What follows belongs to an exercise in optimizing a design on an open flow for small area, a short achievable clock period and few clock cycles per item; a production flow would make more cautious choices. Function was checked by simulation only, so behaviour that the tests miss may differ from the original. Power and IR drop assume default switching activity.

== old ==
// gf2_split_mul
module gf2_split_mul (
	input  wire         clk,
	input  wire         rst,
	input  wire         in_valid,
	output logic        in_ready,
	input  wire  [47:0] a,
	input  wire  [47:0] b,
	output logic        out_valid,
	input  wire         out_ready,
	output logic [95:0] c
);
Size: ~2700 cells after synthesis, roughly 120 flip-flops, ~200 I/O pins, roughly 0.022 mm^2 of cells after synthesis.
Settings: LEC_CHECK=0, CAP_MARGIN=20, CORE_MARGIN=2, CORE_UTILIZATION=60, PLACE_DENSITY=0.8, SETUP_SLACK_MARGIN=2.0, SLEW_MARGIN=20, TNS_END_PERCENT=0; clock period 5.0 ns.
standard.sh (not shown) runs the stock make flow with config.mk's settings and CLKGATE_MAP_FILE= SYNTH_SCRIPT=/design/flow/synth_recipe.tcl, a recipe that flattens the netlist after the stock synthesis.
==> flow/flow/run.sh <==
#!/bin/bash
# Own layout flow: the standard flow (standard.sh) with the standard
# synthesis unchanged, then the layout steps with the delay cells
# (clkdlybuf4s*, dlygate*, dlymetal*) on the don't-use list, so that the
# port buffers and the timing repair use plain buffers instead.
set -euo pipefail
W=$(pwd)
bash standard.sh synth > "$W/flow_synth.log" 2>&1
DELAY_CELLS=""
for c in clkdlybuf4s15_1 clkdlybuf4s15_2 clkdlybuf4s18_1 clkdlybuf4s18_2 \
	clkdlybuf4s25_1 clkdlybuf4s25_2 clkdlybuf4s50_1 clkdlybuf4s50_2 \
	dlygate4sd1_1 dlygate4sd2_1 dlygate4sd3_1 \
	dlymetal6s2s_1 dlymetal6s4s_1 dlymetal6s6s_1; do
	DELAY_CELLS="$DELAY_CELLS sky130_fd_sc_hd__$c"
done
export DONT_USE_CELLS="${DELAY_CELLS# }"
bash standard.sh > "$W/flow_layout.log" 2>&1
Testbench counts of old, summed over its fixed seeds: cycles 2,056, items 2,048.
### old -> new
- PLACE_DENSITY: 0.8 -> unset
==> flow/run.sh (new file) <==
#!/bin/bash
# synth_recipe.tcl (not shown) runs the flow's synth.tcl, then flattens the netlist and writes it again
# the make line also repeats each setting of config.mk as NAME=value (left out here)
make -C /OpenROAD-flow-scripts/flow DESIGN_CONFIG=/design/flow/config.mk WORK_HOME=/design/flow/orfs CLKGATE_MAP_FILE= SYNTH_SCRIPT=/design/flow/synth_recipe.tcl finish
removed: flow/flow/run.sh
removed: flow/standard.sh
### Flow results
new against old: total vias in the final route now smaller; global-route track usage on met3 decreased 3.4 points. Of old and new, the lower cell area belongs to new. Looking only at depth of the worst hold-timing path, and setting everything else aside, the higher value of old and new goes to new. Standard cell area after detailed placement: old vs new, no meaningful difference. Wire length (higher): old. new -> old: sum of negative setup slack delta 0, exact match. Taking old as the reference, in new global-route usage lost 1.0 points, worst hold margin picked up an extra 230 ps, CTS buffer count neither gained nor lost much, total power picked up an extra about 0.44%.


gf2_split_mul, a different RTL version from the one above (not shown whole).
For scale: roughly 3200 cells after synthesis, about 120 flip-flops, roughly 23000 sq um of cells after synthesis.
// gf2_split_mul
module gf2_split_mul (
	input  wire         clk,
	input  wire         rst,
	input  wire         in_valid,
	output logic        in_ready,
	input  wire  [47:0] a,
	input  wire  [47:0] b,
	output logic        out_valid,
	input  wire         out_ready,
	output logic [95:0] c
);
	logic out_take;
	assign out_take = !out_valid || out_ready;
	assign in_ready = out_take;
	always_ff @(posedge clk) begin
		if (rst) begin
			out_valid <= 1'b0;
		end else if (out_take) begin
			out_valid <= in_valid;
		end
	end
	clmul48_pipe u_mul (.clk(clk), .en(out_take), .a(a), .b(b), .p(c));
endmodule
export LEC_CHECK = 0
export CAP_MARGIN = 20
export CORE_MARGIN = 2
export CORE_UTILIZATION = 65
export PLACE_DENSITY = 0.85
export SETUP_SLACK_MARGIN = 2.0
export SLEW_MARGIN = 20
export TNS_END_PERCENT = 0
create_clock -name core_clock -period 5.0 [get_ports {clk}]
==> flow/flow/run.sh <==
#!/bin/bash
# Own layout flow: the standard flow (standard.sh) with the standard
# synthesis unchanged, then the layout steps with the delay cells
# (clkdlybuf4s*, dlygate*, dlymetal*) added to the don't-use list, so that
# the port buffers and the timing repair use plain buffers instead, and with
# the buffers of synthesis removed at floorplan (REMOVE_ABC_BUFFERS) instead
# of a timing repair there without wires; the repair after clock tree
# synthesis then sizes the logic with placement parasitics.
set -euo pipefail
W=$(pwd)
bash standard.sh synth > "$W/flow_synth.log" 2>&1
DELAY_CELLS=""
for c in clkdlybuf4s15_1 clkdlybuf4s15_2 clkdlybuf4s18_1 clkdlybuf4s18_2 \
	clkdlybuf4s25_1 clkdlybuf4s25_2 clkdlybuf4s50_1 clkdlybuf4s50_2 \
	dlygate4sd1_1 dlygate4sd2_1 dlygate4sd3_1 \
	dlymetal6s2s_1 dlymetal6s4s_1 dlymetal6s6s_1; do
	DELAY_CELLS="$DELAY_CELLS sky130_fd_sc_hd__$c"
done
# The design config is read before the platform's, whose list is added to this one.
{
	cat "$W/config.mk"
	echo "export DONT_USE_CELLS =$DELAY_CELLS"
	echo "export REMOVE_ABC_BUFFERS = 1"
} > "$W/own_config.mk"
sed "s|DESIGN_CONFIG=[^ ]*|DESIGN_CONFIG=$W/own_config.mk|" "$W/standard.sh" > "$W/own_standard.sh"
grep -q "DESIGN_CONFIG=$W/own_config.mk" "$W/own_standard.sh"
bash "$W/own_standard.sh" > "$W/flow_layout.log" 2>&1
The first run produced a clean layout.
Testbench counts at the start, summed over its fixed seeds: cycles 2,056, items 2,048.
Then changed:
- CORE_UTILIZATION: 65 -> 60
- PLACE_DENSITY: 0.85 -> 0.8
- SETUP_SLACK_MARGIN: 2.0 -> 2.3
Flip-flop and latch count stays the same.
Sequential power hardly moves.
Register-to-register slack loses 70 ps.
Combinational power goes up by roughly a tenth.
Global-route usage drops by 2.8 points.
Die area is higher by a little under a tenth.
Worst hold slack hardly moves.
Area after synthesis stays the same.
Then changed:
--- a/flow/flow/run.sh
+++ b/flow/flow/run.sh
@@ -6,5 +6,6 @@
 # the buffers of synthesis removed at floorplan (REMOVE_ABC_BUFFERS) instead
 # of a timing repair there without wires; the repair after clock tree
-# synthesis then sizes the logic with placement parasitics.
+# synthesis then sizes the logic with placement parasitics. The port
+# buffers are buf_4 cells instead of the weakest buffer.
 set -euo pipefail
 W=$(pwd)
@@ -22,4 +23,5 @@
 	echo "export DONT_USE_CELLS =$DELAY_CELLS"
 	echo "export REMOVE_ABC_BUFFERS = 1"
+	echo "export BUFFER_PORTS_ARGS = -buffer_cell sky130_fd_sc_hd__buf_4"
 } > "$W/own_config.mk"
 sed "s|DESIGN_CONFIG=[^ ]*|DESIGN_CONFIG=$W/own_config.mk|" "$W/standard.sh" > "$W/own_standard.sh"
- SETUP_SLACK_MARGIN: 2.3 -> 1.8
=>
- setup slack is worse by 31 ps
- design area drops by roughly a tenth
- critical path depth falls by 2
- non-clock buffer count came out lower by 259
- wire length went down by about a fifth

## what the ideal ports hide
The results above use ideal ports. As a check the final layouts listed here were re-extracted and re-timed, cells and wires unchanged. Step 1, drivers: a clkbuf_16 drives clk and a buf_2 each remaining input, both assumed. Step 2 moves the port delays by t, midway between the first and last clock arrival at a register: inputs arrive t later, outputs are due t later. That takes back most of the time a late clock gives input paths. Three values: ideal ports, drivers, drivers and shift; two values: the first two.
| run | shift t [ns] | setup WS [ns] | worst register clock-pin slew, ns | worst slew at a driven data input, ns |
|---|---|---|---|---|
| old | 0.480 | 1.606 / 1.635 / 1.154 | 0.07 / 0.07 | 0.05 |
| new | 0.475 | 1.496 / 1.528 / 1.053 | 0.06 / 0.06 | 0.05 |
| the first run of note 2 | 0.477 | 1.738 / 1.761 / 1.284 | 0.07 / 0.07 | 0.04 |
| the second run of note 2 | 0.487 | 1.665 / 1.689 / 1.202 | 0.07 / 0.07 | 0.05 |
| the third run of note 2 | 0.497 | 1.634 / 1.663 / 1.165 | 0.07 / 0.07 | 0.05 |
After both steps setup and hold are still met in every run listed. For the third run of note 2, which loses most, drivers alone change the setup slack by +0.029 ns; drivers and shift together by -0.469 ns.
